This is an optimization exercise on Yosys and OpenROAD, whose aim is small area, a short achievable clock period and few clock cycles per item, not a production implementation. Only simulation tests tie the RTL to the original design; equivalence was not proved.

==> ember <==
==> flow/design.v (excerpt) <==
module cmu_assoc #(
    parameter int LINE_WORDS_WIDTH = 2,
    parameter int SET_WIDTH        = 4
) (
    input  logic        clk,
    input  logic        rst,
    input  logic [31:0] addr_rw,
    input  logic        en_r,
    input  logic        en_w,
    input  logic [31:0] data_w,
    output logic [31:0] data_r,
    output logic        stall,
    output logic        mem_cs_o,
    output logic        mem_we_o,
    output logic [31:0] mem_addr_o,
    output logic [31:0] mem_data_o,
    input  logic [31:0] mem_data_i,
    input  logic        mem_ack_i,
    output logic [31:0] hit_cnt,
    output logic [31:0] miss_cnt
);
==> module cmu_assoc, before the edit <==
module cmu_assoc #(
    parameter int LINE_WORDS_WIDTH = 2,
    parameter int SET_WIDTH        = 4
) (
    input  logic        clk,
    input  logic        rst,
    input  logic [31:0] addr_rw,
    input  logic        en_r,
    input  logic        en_w,
    input  logic [31:0] data_w,
    output logic [31:0] data_r,
    output logic        stall,
    output logic        mem_cs_o,
    output logic        mem_we_o,
    output logic [31:0] mem_addr_o,
    output logic [31:0] mem_data_o,
    input  logic [31:0] mem_data_i,
    input  logic        mem_ack_i,
    output logic [31:0] hit_cnt,
    output logic [31:0] miss_cnt
);
    localparam int TAG_BITS = 32 - SET_WIDTH - LINE_WORDS_WIDTH - 2;
    localparam int SETS     = 1 << SET_WIDTH;
    localparam int LINE     = 1 << LINE_WORDS_WIDTH;
    logic [TAG_BITS-1:0] tag_q    [SETS][2];
    logic [31:0]         data_q   [SETS][2][LINE];
    logic [LINE-1:0]     wvalid_q [SETS][2];    
    logic [LINE-1:0]     wdirty_q [SETS][2];    
    logic [1:0]          lvalid_q [SETS];       
    logic [SETS-1:0]     lru_q;                 
    logic                        wb_q;          
    logic                        wb_way_q;
    logic [LINE_WORDS_WIDTH-1:0] wb_word_q;
    logic [29:0]                 wb_addr_q;
    logic [LINE_WORDS_WIDTH-1:0] a_word;
    logic [SET_WIDTH-1:0]        a_set;
    logic [TAG_BITS-1:0]         a_tag;
    assign a_word = addr_rw[LINE_WORDS_WIDTH+1:2];
    assign a_set  = addr_rw[SET_WIDTH+LINE_WORDS_WIDTH+1:LINE_WORDS_WIDTH+2];
    assign a_tag  = addr_rw[31:32-TAG_BITS];
    logic            req, lh0, lh1, line_hit, word_ok, vic, vic_dirty, can_alloc;
    logic            use_way, fetch, complete, alloc, start_wb, wb_last;
    logic [LINE-1:0] vic_dirty_w, wb_rest;
    logic [LINE_WORDS_WIDTH-1:0] fdw, nxt_word;
    assign req      = en_r | en_w;
    assign lh0      = lvalid_q[a_set][0] && (tag_q[a_set][0] == a_tag);
    assign lh1      = lvalid_q[a_set][1] && (tag_q[a_set][1] == a_tag);
    assign line_hit = lh0 | lh1;
    assign word_ok  = (lh0 & wvalid_q[a_set][0][a_word]) | (lh1 & wvalid_q[a_set][1][a_word]);
    assign vic         = !lvalid_q[a_set][0] ? 1'b0 :
                         !lvalid_q[a_set][1] ? 1'b1 : lru_q[a_set];
    assign vic_dirty_w = lvalid_q[a_set][vic] ? wdirty_q[a_set][vic] : '0;
    assign vic_dirty   = |vic_dirty_w;
    assign can_alloc   = !vic_dirty;
    assign use_way  = line_hit ? lh1 : vic;
    logic go;
    assign go       = req && !wb_q && (line_hit || can_alloc);
    assign alloc    = go && !line_hit;
    assign fetch    = go && !en_w && !word_ok;
    assign complete = go && (en_w || word_ok || mem_ack_i);
    assign start_wb = req && !wb_q && !line_hit && vic_dirty;
    assign stall    = req && !complete;
    function automatic logic [LINE_WORDS_WIDTH-1:0] first_set(input logic [LINE-1:0] v);
        first_set = '0;
        for (int i = LINE - 1; i >= 0; i--) if (v[i]) first_set = LINE_WORDS_WIDTH'(i);
    endfunction
    assign fdw      = first_set(vic_dirty_w);
    assign wb_rest  = wdirty_q[a_set][wb_way_q] & ~(LINE'(1) << wb_word_q);
    assign nxt_word = first_set(wb_rest);
    assign wb_last  = ~|wb_rest;
    logic                        rd_way;
    logic [LINE_WORDS_WIDTH-1:0] rd_word;
    logic [31:0]                 rd_data;
    always_comb begin
        if (wb_q) begin
            rd_way  = wb_way_q;
            rd_word = nxt_word;
        end else if (line_hit) begin
            rd_way  = lh1;
            rd_word = a_word;
        end else begin
            rd_way  = vic;
            rd_word = fdw;
        end
    end
    assign rd_data = data_q[a_set][rd_way][rd_word];
    assign mem_cs_o   = !rst && (wb_q || fetch);
    assign mem_we_o   = wb_q;
    assign mem_addr_o = wb_q ? {wb_addr_q, 2'b00} : {addr_rw[31:2], 2'b00};
    logic        wr_en;
    logic [31:0] wr_data;
    assign wr_en   = complete && (en_w || !word_ok);
    assign wr_data = en_w ? data_w : mem_data_i;
    always_ff @(posedge clk or posedge rst) begin
        if (rst) begin
            lru_q      <= '0;
            for (int s = 0; s < SETS; s++) lvalid_q[s] <= 2'b00;
            hit_cnt    <= '0;
            miss_cnt   <= '0;
            data_r     <= '0;
            wb_q       <= 1'b0;
        end else begin
            if (alloc) begin
                lvalid_q[a_set][vic] <= 1'b1;
                miss_cnt             <= miss_cnt + 32'd1;
            end
            if (complete) begin
                lru_q[a_set] <= ~use_way;
                hit_cnt      <= hit_cnt + 32'd1;
                if (!en_w) data_r <= word_ok ? rd_data : mem_data_i;
            end
            if (start_wb) wb_q <= 1'b1;
            else if (wb_q && mem_ack_i && wb_last) wb_q <= 1'b0;
        end
    end
    always_ff @(posedge clk) begin
        if (alloc) begin
            tag_q[a_set][vic]    <= a_tag;
            wvalid_q[a_set][vic] <= '0;
            wdirty_q[a_set][vic] <= '0;
        end
        if (wr_en) begin
            data_q[a_set][use_way][a_word]   <= wr_data;
            wvalid_q[a_set][use_way][a_word] <= 1'b1;
            if (en_w) wdirty_q[a_set][use_way][a_word] <= 1'b1;
        end
        if (start_wb) begin
            wb_way_q   <= vic;
            wb_word_q  <= fdw;
            wb_addr_q  <= {tag_q[a_set][vic], a_set, fdw};
            mem_data_o <= rd_data;
        end else if (wb_q && mem_ack_i) begin
            wdirty_q[a_set][wb_way_q][wb_word_q] <= 1'b0;
            wb_word_q  <= nxt_word;
            wb_addr_q[LINE_WORDS_WIDTH-1:0] <= nxt_word;
            mem_data_o <= rd_data;
        end
    end
endmodule
clock: 9.0 ns
lec_check: 0
cap_margin: 20
core_margin: 2
core_utilization: 40
slew_margin: 20
run.sh (not shown) runs the stock make flow with config.mk's settings and CLKGATE_MAP_FILE= SYNTH_SCRIPT=/design/flow/synth_recipe.tcl, a recipe that flattens the netlist after the stock synthesis.
==> inputs of amber, as changes to ember <==
==> flow/design.v (replaced) <==
module cmu_assoc #(
    parameter int LINE_WORDS_WIDTH = 2,
    parameter int SET_WIDTH        = 4
) (
    input  logic        clk,
    input  logic        rst,
    input  logic [31:0] addr_rw,
    input  logic        en_r,
    input  logic        en_w,
    input  logic [31:0] data_w,
    output logic [31:0] data_r,
    output logic        stall,
    output logic        mem_cs_o,
    output logic        mem_we_o,
    output logic [31:0] mem_addr_o,
    output logic [31:0] mem_data_o,
    input  logic [31:0] mem_data_i,
    input  logic        mem_ack_i,
    output logic [31:0] hit_cnt,
    output logic [31:0] miss_cnt
);
    localparam int TAG_BITS = 32 - SET_WIDTH - LINE_WORDS_WIDTH - 2;
    localparam int SETS     = 1 << SET_WIDTH;
    localparam int LINE     = 1 << LINE_WORDS_WIDTH;
    logic [TAG_BITS-1:0] tag_q    [SETS][2];
    logic [31:0]         data_q   [SETS][2][LINE];
    logic [LINE-1:0]     wvalid_q [SETS][2];    
    logic [LINE-1:0]     wdirty_q [SETS][2];    
    logic [1:0]          lvalid_q [SETS];       
    logic [SETS-1:0]     lru_q;                 
    logic [LINE_WORDS_WIDTH-1:0] a_word;
    logic [SET_WIDTH-1:0]        a_set;
    logic [TAG_BITS-1:0]         a_tag;
    assign a_word = addr_rw[LINE_WORDS_WIDTH+1:2];
    assign a_set  = addr_rw[SET_WIDTH+LINE_WORDS_WIDTH+1:LINE_WORDS_WIDTH+2];
    assign a_tag  = addr_rw[31:32-TAG_BITS];
    logic [TAG_BITS-1:0] s_tag    [2];
    logic [31:0]         s_data   [2][LINE];
    logic [LINE-1:0]     s_wvalid [2];
    logic [LINE-1:0]     s_dirty  [2];
    logic [1:0]          s_lvalid;
    logic                s_lru;
    always_comb begin
        s_lvalid = lvalid_q[a_set];
        s_lru    = lru_q[a_set];
        for (int w = 0; w < 2; w++) begin
            s_tag[w]    = tag_q[a_set][w];
            s_wvalid[w] = wvalid_q[a_set][w];
            s_dirty[w]  = s_lvalid[w] ? wdirty_q[a_set][w] : '0;
            for (int k = 0; k < LINE; k++) s_data[w][k] = data_q[a_set][w][k];
        end
    end
    logic req, lh0, lh1, line_hit, word_ok, use_way;
    assign req      = en_r | en_w;
    assign lh0      = s_lvalid[0] && (s_tag[0] == a_tag);
    assign lh1      = s_lvalid[1] && (s_tag[1] == a_tag);
    assign line_hit = lh0 | lh1;
    assign word_ok  = (lh0 & s_wvalid[0][a_word]) | (lh1 & s_wvalid[1][a_word]);
    logic vic, vic_dirty, oth_dirty;
    assign vic       = !s_lvalid[0] ? 1'b0 : !s_lvalid[1] ? 1'b1 : s_lru;
    assign vic_dirty = |s_dirty[vic];
    assign oth_dirty = |s_dirty[~vic];
    assign use_way   = line_hit ? lh1 : vic;
    function automatic logic [LINE_WORDS_WIDTH-1:0] first_set(input logic [LINE-1:0] v);
        first_set = '0;
        for (int i = LINE - 1; i >= 0; i--) if (v[i]) first_set = LINE_WORDS_WIDTH'(i);
    endfunction
    logic                        wb_any, wb_way;
    logic [LINE_WORDS_WIDTH-1:0] wb_word;
    assign wb_any  = vic_dirty | oth_dirty;
    assign wb_way  = vic_dirty ? vic : ~vic;
    assign wb_word = first_set(s_dirty[wb_way]);
    logic need_fetch, fetch, go, alloc, complete, wb_xfer;
    assign need_fetch = !en_w && !word_ok;
    assign go         = req && (line_hit || !vic_dirty);    
    assign fetch      = go && need_fetch;
    assign alloc      = go && !line_hit;
    assign complete   = go && (!need_fetch || mem_ack_i);
    assign wb_xfer    = req && !fetch && wb_any;
    assign stall      = req && !complete;
    assign mem_cs_o   = !rst && (fetch || wb_xfer);
    assign mem_we_o   = !fetch;
    assign mem_addr_o = fetch ? {addr_rw[31:2], 2'b00}
                              : {s_tag[wb_way], a_set, wb_word, 2'b00};
    assign mem_data_o = s_data[wb_way][wb_word];
    logic        wr_en;
    logic [31:0] wr_data;
    assign wr_en   = complete && (en_w || !word_ok);
    assign wr_data = en_w ? data_w : mem_data_i;
    always_ff @(posedge clk or posedge rst) begin
        if (rst) begin
            lru_q    <= '0;
            for (int s = 0; s < SETS; s++) lvalid_q[s] <= 2'b00;
            hit_cnt  <= '0;
            miss_cnt <= '0;
            data_r   <= '0;
        end else begin
            if (alloc) begin
                lvalid_q[a_set][vic] <= 1'b1;
                miss_cnt             <= miss_cnt + 32'd1;
            end
            if (complete) begin
                lru_q[a_set] <= ~use_way;
                hit_cnt      <= hit_cnt + 32'd1;
                if (!en_w) data_r <= word_ok ? s_data[lh1][a_word] : mem_data_i;
            end
        end
    end
    always_ff @(posedge clk) begin
        if (wb_xfer && mem_ack_i) wdirty_q[a_set][wb_way][wb_word] <= 1'b0;
        if (alloc) begin
            tag_q[a_set][vic]    <= a_tag;
            wvalid_q[a_set][vic] <= '0;
            wdirty_q[a_set][vic] <= '0;
        end
        if (wr_en) begin
            data_q[a_set][use_way][a_word]   <= wr_data;
            wvalid_q[a_set][use_way][a_word] <= 1'b1;
            if (en_w) wdirty_q[a_set][use_way][a_word] <= 1'b1;
        end
    end
endmodule
==> key figures <==
STA
  – Setup ws final: -0.0716 ns
  – Setup Viol. Count Final: 1

Run status
  – Outcome: complete, but fails checks
  – Layout Check Failures: setup timing
The numbers above come from amber.

==> key figures <==
Hold path
  – Hold path start: lvalid_q[3][0]

Synth
  – Count leader, synth: edfxtp_1

Run status
  – Outcome: finished clean

STA
  – Setup Viol. Count Final: 0
  – Setup ws final: 0.349 ns
The numbers above come from ember.

Testbench counts of ember, summed over its fixed seeds: cycles 39,484, accesses 24,000.
Testbench counts of amber, summed over its fixed seeds: cycles 27,621, accesses 24,000.


==> inputs of build 66 <==
Another version of the RTL of cmu_assoc (not shown whole).
==> flow/design.v (excerpt) <==
module cmu_assoc #(
    parameter int LINE_WORDS_WIDTH = 2,
    parameter int SET_WIDTH        = 4
) (
    input  logic        clk,
    input  logic        rst,
    input  logic [31:0] addr_rw,
    input  logic        en_r,
    input  logic        en_w,
    input  logic [31:0] data_w,
    output logic [31:0] data_r,
    output logic        stall,
    output logic        mem_cs_o,
    output logic        mem_we_o,
    output logic [31:0] mem_addr_o,
    output logic [31:0] mem_data_o,
    input  logic [31:0] mem_data_i,
    input  logic        mem_ack_i,
    output logic [31:0] hit_cnt,
    output logic [31:0] miss_cnt
);
Settings: LEC_CHECK=0, CAP_MARGIN=10, CORE_MARGIN=2, CORE_UTILIZATION=40, CTS_BUF_LIST=sky130_fd_sc_hd__clkbuf_8, CTS_CLUSTER_DIAMETER=50, CTS_CLUSTER_SIZE=16, SETUP_SLACK_MARGIN=2.5, SLEW_MARGIN=10, TNS_END_PERCENT=5; clock period 9.0 ns.
standard.sh (not shown) runs the stock make flow with config.mk's settings and CLKGATE_MAP_FILE= SYNTH_SCRIPT=/design/flow/synth_recipe.tcl, a recipe that flattens the netlist after the stock synthesis.
==> flow/flow/run.sh <==
#!/bin/bash
# Own layout flow: the standard ORFS flow (standard.sh) with three extra
# make settings:
#   * DONT_USE_CELLS: the platform's list plus the OR cells, whose stacked
#     PMOS makes them slow; synthesis then builds ORs from NAND/NOR.
#   * MATCH_CELL_FOOTPRINT=0: timing repair may swap a cell for any cell
#     with the same function, not only one with the same footprint.
#   * BUFFER_PORTS_ARGS: every port still gets its buffer, a buf_1 (repair
#     sizes it up where timing needs) instead of the default delay cell.
# Registers, their names and cell types are those of the standard synthesis.
# The make output of every step is kept in flow_make.log here; ORFS keeps
# each tool's own log under orfs/logs.
set -euo pipefail

PLATFORM_DONT_USE="sky130_fd_sc_hd__probe_p_8 sky130_fd_sc_hd__probec_p_8
sky130_fd_sc_hd__lpflow_bleeder_1
sky130_fd_sc_hd__lpflow_clkbufkapwr_1 sky130_fd_sc_hd__lpflow_clkbufkapwr_16
sky130_fd_sc_hd__lpflow_clkbufkapwr_2 sky130_fd_sc_hd__lpflow_clkbufkapwr_4
sky130_fd_sc_hd__lpflow_clkbufkapwr_8
sky130_fd_sc_hd__lpflow_clkinvkapwr_1 sky130_fd_sc_hd__lpflow_clkinvkapwr_16
sky130_fd_sc_hd__lpflow_clkinvkapwr_2 sky130_fd_sc_hd__lpflow_clkinvkapwr_4
sky130_fd_sc_hd__lpflow_clkinvkapwr_8
sky130_fd_sc_hd__lpflow_decapkapwr_12 sky130_fd_sc_hd__lpflow_decapkapwr_3
sky130_fd_sc_hd__lpflow_decapkapwr_4 sky130_fd_sc_hd__lpflow_decapkapwr_6
sky130_fd_sc_hd__lpflow_decapkapwr_8
sky130_fd_sc_hd__lpflow_inputiso0n_1 sky130_fd_sc_hd__lpflow_inputiso0p_1
sky130_fd_sc_hd__lpflow_inputiso1n_1 sky130_fd_sc_hd__lpflow_inputiso1p_1
sky130_fd_sc_hd__lpflow_inputisolatch_1
sky130_fd_sc_hd__lpflow_isobufsrc_1 sky130_fd_sc_hd__lpflow_isobufsrc_16
sky130_fd_sc_hd__lpflow_isobufsrc_2 sky130_fd_sc_hd__lpflow_isobufsrc_4
sky130_fd_sc_hd__lpflow_isobufsrc_8 sky130_fd_sc_hd__lpflow_isobufsrckapwr_16
sky130_fd_sc_hd__lpflow_lsbuf_lh_hl_isowell_tap_1
sky130_fd_sc_hd__lpflow_lsbuf_lh_hl_isowell_tap_2
sky130_fd_sc_hd__lpflow_lsbuf_lh_hl_isowell_tap_4
sky130_fd_sc_hd__lpflow_lsbuf_lh_isowell_4
sky130_fd_sc_hd__lpflow_lsbuf_lh_isowell_tap_1
sky130_fd_sc_hd__lpflow_lsbuf_lh_isowell_tap_2
sky130_fd_sc_hd__lpflow_lsbuf_lh_isowell_tap_4"

SLOW_OR="sky130_fd_sc_hd__or2_0 sky130_fd_sc_hd__or2_1 sky130_fd_sc_hd__or2_2
sky130_fd_sc_hd__or2_4 sky130_fd_sc_hd__or3_1 sky130_fd_sc_hd__or3_2
sky130_fd_sc_hd__or3_4 sky130_fd_sc_hd__or4_1 sky130_fd_sc_hd__or4_2
sky130_fd_sc_hd__or4_4 sky130_fd_sc_hd__or3b_1 sky130_fd_sc_hd__or3b_2
sky130_fd_sc_hd__or3b_4 sky130_fd_sc_hd__or4b_1 sky130_fd_sc_hd__or4b_2
sky130_fd_sc_hd__or4b_4 sky130_fd_sc_hd__or4bb_1 sky130_fd_sc_hd__or4bb_2
sky130_fd_sc_hd__or4bb_4"

DONT_USE=$(echo $PLATFORM_DONT_USE $SLOW_OR)

bash standard.sh "DONT_USE_CELLS=$DONT_USE" MATCH_CELL_FOOTPRINT=0 \
    "BUFFER_PORTS_ARGS=-buffer_cell sky130_fd_sc_hd__buf_1" finish \
    > flow_make.log 2>&1
test -s out/final.def
==> trial 35 (differences from build 66) <==
--- a/flow/design.v
+++ b/flow/design.v
@@ -25,18 +25,15 @@
     logic [TAG_BITS-1:0] tag_q    [SETS][2];
     logic [31:0]         data_q   [SETS][2][LINE];
     logic [LINE-1:0]     wvalid_q [SETS][2];    
     logic [LINE-1:0]     wdirty_q [SETS][2];    
     logic [1:0]          lvalid_q [SETS];       
     logic [SETS-1:0]     lru_q;                 
-    logic                        wbp_q;         
-    logic [SET_WIDTH-1:0]        wb_set_q;
-    logic                        wb_way_q;
-    logic [LINE_WORDS_WIDTH-1:0] wb_word_q;
-    logic [TAG_BITS-1:0]         wb_tag_q;
-    logic [31:0]                 wb_data_q;
+    logic [1:0]                  wbv_q;                   
+    logic [29:0]                 wba_q [2];               
+    logic [31:0]                 wbd_q [2];               
     logic [LINE_WORDS_WIDTH-1:0] a_word;
     logic [SET_WIDTH-1:0]        a_set;
     logic [TAG_BITS-1:0]         a_tag;
     assign a_word = addr_rw[LINE_WORDS_WIDTH+1:2];
     assign a_set  = addr_rw[SET_WIDTH+LINE_WORDS_WIDTH+1:LINE_WORDS_WIDTH+2];
     assign a_tag  = addr_rw[31:32-TAG_BITS];
@@ -103,56 +100,59 @@
     assign use_way   = line_hit ? lh1 : vic;
     logic                        cand_any, cand_way;
     logic [LINE_WORDS_WIDTH-1:0] cand_word;
     assign cand_way  = cway_s[a_set];
     assign cand_any  = cany_s[a_set];
     assign cand_word = cword_s[a_set];
-    logic wb_xfer, wb_done, load_wb;
-    assign wb_xfer = wbp_q && !fetch;
+    logic wb_xfer, wb_done, load_wb, wb_room;
+    assign wb_xfer = wbv_q[0] && !fetch;
     assign wb_done = wb_xfer && mem_ack_i;
-    assign load_wb = req && cand_any && (!wbp_q || wb_done);
+    assign wb_room = !wbv_q[1] || wb_done;                  
+    assign load_wb = req && cand_any && wb_room;
     logic wb_same;
-    assign wb_same = wbp_q && (wb_set_q == a_set) && (wb_word_q == a_word) &&
-                     (wb_tag_q == a_tag);
+    assign wb_same = (wbv_q[0] && wba_q[0] == addr_rw[31:2]) ||
+                     (wbv_q[1] && wba_q[1] == addr_rw[31:2]);
     logic need_fetch, fetch, go, alloc, complete, vic_free;
-    assign vic_free   = !vic_dirty || (vic_le1 && req && (!wbp_q || (en_w && mem_ack_i)));
+    assign vic_free   = !vic_dirty || (vic_le1 && req && (!wbv_q[1] || (en_w && mem_ack_i)));
     assign need_fetch = !en_w && !word_ok;
     assign go         = req && (line_hit || vic_free);      
     assign fetch      = go && need_fetch && !wb_same;
     assign alloc      = go && !line_hit;
     assign complete   = go && (!need_fetch || (mem_ack_i && !wb_same));
     assign stall      = req && !complete;
     logic        wr_en;
     logic [31:0] wr_data;
     assign wr_en   = complete && (en_w || !word_ok);
     assign wr_data = en_w ? data_w : mem_data_i;
-    assign mem_cs_o   = !rst && (fetch || wbp_q);
+    assign mem_cs_o   = !rst && (fetch || wbv_q[0]);
     assign mem_we_o   = !fetch;
-    assign mem_addr_o = fetch ? {addr_rw[31:2], 2'b00}
-                              : {wb_tag_q, wb_set_q, wb_word_q, 2'b00};
-    assign mem_data_o = wb_data_q;
+    assign mem_addr_o = {fetch ? addr_rw[31:2] : wba_q[0], 2'b00};
+    assign mem_data_o = wbd_q[0];
     always_ff @(posedge clk or posedge rst) begin
         if (rst) begin
             lru_q    <= '0;
             for (int s = 0; s < SETS; s++) lvalid_q[s] <= 2'b00;
             hit_cnt  <= '0;
             miss_cnt <= '0;
             data_r   <= '0;
-            wbp_q    <= 1'b0;
+            wbv_q    <= 2'b00;
         end else begin
             if (alloc) begin
                 lvalid_q[a_set][vic] <= 1'b1;
                 miss_cnt             <= miss_cnt + 32'd1;
             end
             if (complete) begin
                 lru_q[a_set] <= ~use_way;
                 hit_cnt      <= hit_cnt + 32'd1;
                 if (!en_w) data_r <= word_ok ? s_data[lh1][a_word] : mem_data_i;
             end
-            if (load_wb) wbp_q <= 1'b1;
-            else if (wb_done) wbp_q <= 1'b0;
+            if (wb_done) wbv_q <= {1'b0, wbv_q[1]};
+            if (load_wb) begin
+                if (wb_done ? !wbv_q[1] : !wbv_q[0]) wbv_q[0] <= 1'b1;
+                else                                 wbv_q[1] <= 1'b1;
+            end
         end
     end
     always_ff @(posedge clk) begin
         if (load_wb) wdirty_q[a_set][cand_way][cand_word] <= 1'b0;
         if (alloc) begin
             tag_q[a_set][vic]    <= a_tag;
@@ -161,15 +161,21 @@
         end
         if (wr_en) begin
             data_q[a_set][use_way][a_word]   <= wr_data;
             wvalid_q[a_set][use_way][a_word] <= 1'b1;
             if (en_w) wdirty_q[a_set][use_way][a_word] <= 1'b1;
         end
+        if (wb_done) begin
+            wba_q[0] <= wba_q[1];
+            wbd_q[0] <= wbd_q[1];
+        end
         if (load_wb) begin
-            wb_set_q  <= a_set;
-            wb_way_q  <= cand_way;
-            wb_word_q <= cand_word;
-            wb_tag_q  <= s_tag[cand_way];
-            wb_data_q <= s_data[cand_way][cand_word];
+            if (wb_done ? !wbv_q[1] : !wbv_q[0]) begin
+                wba_q[0] <= {s_tag[cand_way], a_set, cand_word};
+                wbd_q[0] <= s_data[cand_way][cand_word];
+            end else begin
+                wba_q[1] <= {s_tag[cand_way], a_set, cand_word};
+                wbd_q[1] <= s_data[cand_way][cand_word];
+            end
         end
     end
 endmodule
- CAP_MARGIN: 10 -> 20
- SLEW_MARGIN: 10 -> 20
==> qor summary <==
metric                                                                             trial 35                 build 66
Hold wc startpoint                                                             miss_cnt[31]              hit_cnt[31]
Die span in y                                                                      739.2 um                 734.7 um
Worst skew pair latency                                                             1.46 ns                  1.38 ns
Number of combinational gates with multiple inputs                                    7,418                    7,181
Worst Hold Path EP                                                             miss_cnt[31]              hit_cnt[31]
Compound-gate portion of the synthesized area                                        12.05%                   12.19%
Count of standard-cell rows                                                             270                      268
Detailed-routed wire length on met3                                              131,500 um               124,200 um
Average wire per standard cell                                                     38.63 um                 39.40 um
Outcome                                                             complete, no violations  complete, no violations
Footprint of the flip-flops and latches                                         0.1605 mm^2              0.1593 mm^2
CP max FO                                                                                 6                       45
Wl on met1                                                                       306,400 um               317,300 um
Number of cell instances on the worst register-to-register path                          13                       12
Wirelength, routed                                                               851,700 um               852,100 um
Layout Area Growth over Synthesis                                                    12.61%                   12.78%
Seq/total area                                                                       65.92%                   66.11%
Sum of net half-perimeters after detailed placement                              504,700 um               520,700 um
Fraction of synthesis flops using an asynchronous set or reset pin                   2.709%                   2.722%
Testbench counts of build 66, summed over its fixed seeds: cycles 26,355, accesses 24,000.
Testbench counts of trial 35, summed over its fixed seeds: cycles 25,824, accesses 24,000.

-- afterwards: timing with drivers on the ports --
Ports are ideal in the flow. The routed layouts listed here were re-timed in OpenROAD. Step 1: set_driving_cell puts a clkbuf_16 on clk and a buf_2 on each other input, an assumption about the parent block. Step 2 also shifts input and output timing later by t, the mid clock arrival at the registers, as if the neighbouring blocks saw the same clock. a / b / c = no drivers / after step 1 / after step 2; a / b = the first two.
| run | shift t [ns] | slack for setup (ns) | hold slack, ns | latest minus earliest clock arrival (ns) |
|---|---|---|---|---|
| ember | 1.203 | 0.349 / 0.294 / -0.575 | 0.454 / 0.454 / 0.454 | 0.062 / 0.062 |
| amber | 1.181 | -0.072 / -0.157 / -0.157 | 0.457 / 0.457 / 0.457 | 0.072 / 0.072 |
| build 66 | 1.376 | 1.822 / 1.529 / 1.069 | 0.470 / 0.470 / 0.470 | 0.244 / 0.244 |
| trial 35 | 1.415 | 2.002 / 1.697 / 1.214 | 0.476 / 0.476 / 0.476 | 0.300 / 0.300 |
With both steps, setup timing fails in ember, where it was met with ideal ports. The setup slack of ember, which loses most, moves by -0.055 ns with the drivers and by -0.924 ns with both steps.
